Context: an optimization exercise on an open-source flow, tuned for small area and a short achievable clock period. The choices shown serve that exercise and are no tape-out recipe. At most, simulation tests tie the RTL to the original design; equivalence was not proved. No activity file was given, so power comes from the tool's default toggle rates.

Design dma_rx_unpacker, start of the top module:
module dma_rx_unpacker #(
  parameter int          FIFO_DEPTH = 16,
  parameter logic [15:0] HDR_MAGIC  = dma_pkg::DMA_HDR_MAGIC,
  localparam int         LVL_W      = $clog2(FIFO_DEPTH) + 1
) (
  input  logic                  clk,
  input  logic                  reset_n,
  input  logic [dma_pkg::DMA_BEAT_W-1:0] dma_read_data,
  input  logic                  dma_read_valid,
  output logic [dma_pkg::DMA_WORD_W-1:0] out_data,
  output logic                  out_valid,
  input  logic                  out_ready,
  output logic                  out_last,
  output logic [LVL_W-1:0]      fifo_level,
  output logic                  overflow,
  input  logic                  ovf_clr,
  output logic                  frame_err,
  output logic [31:0]           frame_cnt,
  output logic [31:0]           drop_cnt
);
  localparam int AW = $clog2(FIFO_DEPTH);
  logic [AW-1:0]           wr_ptr, wr_ptr_d;
  logic [FIFO_DEPTH-1:0]   wr_en;       
  logic [FIFO_DEPTH-1:0]   rd_oh, rd_oh_d;
  logic [3*FIFO_DEPTH-1:0] nsel;        
  logic [FIFO_DEPTH-1:0]   we;
  logic [LVL_W-1:0]        level_d;
  logic                    full, empty, lvl_le1, lvl_1;
  logic                    push, pop;
  logic                    pay;         
  logic                    ov;          
  logic [3:0]              lane, lane_d;   
  logic [15:0]             rem;
  logic                    rem1;        
  logic                    hdr_ok;      
  logic [15:0]             hdr_len;
  logic                    hdr_len0, hdr_len1;
  logic [31:0]             nxt_word, hdr_word, w_word;
  logic                    hs, hdr_act, accept, last, lane3;
  logic                    hact;        
  logic                    step, wrap;   
  logic [3*FIFO_DEPTH-1:0] nsel_d;
  assign push = dma_read_valid & ~full;
  assign we   = {FIFO_DEPTH{dma_read_valid}} & wr_en;
  dma_rx_fifo #(
    .DEPTH (FIFO_DEPTH),
    .WIDTH (dma_pkg::DMA_BEAT_W)
  ) u_fifo (
    .clk      (clk),
    .we       (we),
    .wdata    (dma_read_data),
    .rd_oh    (rd_oh),
    .nsel     (nsel),
    .nxt_word (nxt_word),
    .hdr_word (hdr_word)
  );
  assign w_word  = dma_read_data[31:0];
  assign hs      = ov & out_ready;
  assign hdr_act = hact;
  assign accept  = hact & hdr_ok & ~hdr_len0;
  ...
export LEC_CHECK = 0
export CAP_MARGIN = 20
export CORE_MARGIN = 2
export CORE_UTILIZATION = 40
export CTS_CLUSTER_DIAMETER = 80
export CTS_CLUSTER_SIZE = 25
export GPL_ROUTABILITY_DRIVEN = 0
export SETUP_SLACK_MARGIN = 3.05
export SLEW_MARGIN = 20
create_clock -name core_clock -period 5.5 [get_ports {clk}]
run.sh (not shown) runs the stock make flow with config.mk's settings and CLKGATE_MAP_FILE= SYNTH_SCRIPT=/design/flow/synth_recipe.tcl, a recipe that flattens the netlist after the stock synthesis.
The baseline completed with no timing, DRC or antenna violations.
Rerun with:
--- a/flow/design.v
+++ b/flow/design.v
@@ -79,47 +79,42 @@
   logic                    ov;          
   logic [3:0]              lane, lane_d;   
   logic [15:0]             rem;
   logic                    rem1;        
   logic                    hdr_ok;      
   logic [15:0]             hdr_len;
   logic                    hdr_len0, hdr_len1;
   logic [31:0]             nxt_word, hdr_word, w_word;
   logic                    hs, hdr_act, accept, last, lane3;
-  logic                    hact;        
-  logic                    step, wrap;   
-  logic [3*FIFO_DEPTH-1:0] nsel_d;
   assign push = dma_read_valid & ~full;
   assign we   = {FIFO_DEPTH{dma_read_valid}} & wr_en;
   dma_rx_fifo #(
     .DEPTH (FIFO_DEPTH),
     .WIDTH (dma_pkg::DMA_BEAT_W)
   ) u_fifo (
     .clk      (clk),
     .we       (we),
     .wdata    (dma_read_data),
     .rd_oh    (rd_oh),
     .nsel     (nsel),
     .nxt_word (nxt_word),
     .hdr_word (hdr_word)
   );
   assign w_word  = dma_read_data[31:0];
   assign hs      = ov & out_ready;
-  assign hdr_act = hact;
-  assign accept  = hact & hdr_ok & ~hdr_len0;
+  assign hdr_act = ~pay & ~empty;
+  assign accept  = hdr_act & hdr_ok & ~hdr_len0;
   assign last    = rem1;
   assign lane3   = lane[3];
-  assign step    = hs & ~last & ~lane3;
-  assign wrap    = hs & (last | lane3);
-  assign pop     = (hact & (~hdr_ok | hdr_len0)) | wrap;
+  assign pop     = (hdr_act & (~hdr_ok | hdr_len0)) | (hs & (last | lane3));
   logic sel_nxt, sel_hdr, sel_w, sel_hold;
   logic pay_d, empty_d, valid_d, rem1_d;
-  assign sel_nxt  = accept | step;
+  assign sel_nxt  = accept | (hs & ~last & ~lane3);
   assign sel_hdr  = hs & ~last & lane3 & ~lvl_le1;
   assign sel_w    = pay & dma_read_valid & (empty | (hs & ~last & lane3 & lvl_1));
   assign sel_hold = ov & ~out_ready;
   logic inc, dec, keep;
   logic full_d, lvl_1_d, lvl_le1_d;
   logic lvl_2, lvl_top;
   logic [LVL_W-1:0] level_inc, level_dec;
   assign lvl_2     = (fifo_level == LVL_W'(2));
   assign lvl_top   = (fifo_level == LVL_W'(FIFO_DEPTH - 1));
@@ -132,27 +127,20 @@
                      ({LVL_W{keep}} & fifo_level);
   assign full_d    = ~pop & (full | (lvl_top & push));
   assign empty_d   = ~push & (empty | (lvl_1 & pop));
   assign lvl_1_d   = (empty & push) | (lvl_1 & keep) | (lvl_2 & dec);
   assign lvl_le1_d = empty_d | lvl_1_d;
   assign wr_ptr_d = wr_ptr + AW'(push);
   assign pay_d    = accept | (pay & ~(hs & last));
   assign valid_d  = pay_d & ~empty_d;
   assign rem1_d   = accept ? hdr_len1 : (hs ? (rem == 16'd2) : rem1);
-  assign lane_d   = accept ? 4'b0010 : step ? {lane[2:0], 1'b0} : pop ? 4'b0001 : lane;
+  assign lane_d   = accept ? 4'b0010 : (hs ? (last ? 4'b0001 : {lane[2:0], lane[3]}) : lane);
   assign rd_oh_d  = pop ? {rd_oh[FIFO_DEPTH-2:0], rd_oh[FIFO_DEPTH-1]} : rd_oh;
-  always_comb begin
-    for (int e = 0; e < FIFO_DEPTH; e++) begin
-      nsel_d[3*e]   = pop ? rd_oh[(e+FIFO_DEPTH-1)%FIFO_DEPTH] : (~accept & ~step & nsel[3*e]);
-      nsel_d[3*e+1] = accept ? rd_oh[e] : step ? nsel[3*e] : (~pop & nsel[3*e+1]);
-      nsel_d[3*e+2] = step ? nsel[3*e+1] : (~accept & ~pop & nsel[3*e+2]);
-    end
-  end
   always_ff @(posedge clk or negedge reset_n) begin
     if (!reset_n) begin
       out_data  <= '0;
       out_valid <= 1'b0;
       out_last  <= 1'b0;
       ov        <= 1'b0;
     end else begin
       out_data  <= ({32{sel_nxt}}  & nxt_word) |
                    ({32{sel_hdr}}  & hdr_word) |
@@ -176,32 +164,32 @@
       pay        <= 1'b0;
       lane       <= 4'b0001;
       rem        <= '0;
       rem1       <= 1'b0;
       frame_err  <= 1'b0;
       wr_ptr     <= '0;
       wr_en      <= FIFO_DEPTH'(1);
       rd_oh      <= FIFO_DEPTH'(1);
       nsel       <= (3*FIFO_DEPTH)'(1);
-      hact       <= 1'b0;
       fifo_level <= '0;
       full       <= 1'b0;
       empty      <= 1'b1;
       lvl_le1    <= 1'b1;
       lvl_1      <= 1'b0;
     end else begin
       frame_err <= hdr_act & ~hdr_ok;
       pay       <= pay_d;
       rem1      <= rem1_d;
       lane      <= lane_d;
       rd_oh     <= rd_oh_d;
-      nsel      <= nsel_d;
-      hact      <= ~pay_d & ~empty_d;
+      for (int e = 0; e < FIFO_DEPTH; e++)
+        for (int l = 0; l < 3; l++)
+          nsel[3*e+l] <= rd_oh_d[e] & lane_d[l];
       if (accept)  rem <= hdr_len;
       else if (hs) rem <= rem - 16'd1;
       wr_ptr     <= wr_ptr_d;
       for (int e = 0; e < FIFO_DEPTH; e++)
         wr_en[e] <= (wr_ptr_d == AW'(e)) & ~full_d;
       fifo_level <= level_d;
       full       <= full_d;
       empty      <= empty_d;
       lvl_le1    <= lvl_le1_d;
Effect: Via count is about the same; synthesized area came out lower by 0.85%; final area went down by 0.45%; worst setup slack barely changes; total power decreases by 0.50%; non-clock buffer count goes up by 8; maximum frequency stays flat.
For the first run of this note, only the layout was checked, not whether the RTL still works.

## re-timing with driven ports
The results above use ideal ports. As a check the final layouts listed here were re-extracted and re-timed, cells and wires unchanged. Step 1, drivers: a clkbuf_16 drives clk and a buf_2 each remaining input, both assumed. Step 2 also shifts input and output timing later by t, the mid clock arrival at the registers, as if the neighbouring blocks saw the same clock. Three values: ideal ports, drivers, drivers and shift; two values: the first two.
| run | t, ns | slack for setup (ns) | worst setup path after step 2 | slew at the worst register clock pin (ns) | pins driven straight from the clock port |
|---|---|---|---|---|---|
| the first run | 0.878 | 2.948 / 2.873 / 2.175 | input to register | 0.11 / 0.11 | 1 |
| the second run | 0.874 | 2.945 / 2.862 / 2.270 | input to register | 0.10 / 0.10 | 1 |
After both steps every run listed still meets setup and hold. For the first run, which loses most, drivers alone change the setup slack by -0.075 ns; drivers and shift together by -0.773 ns.
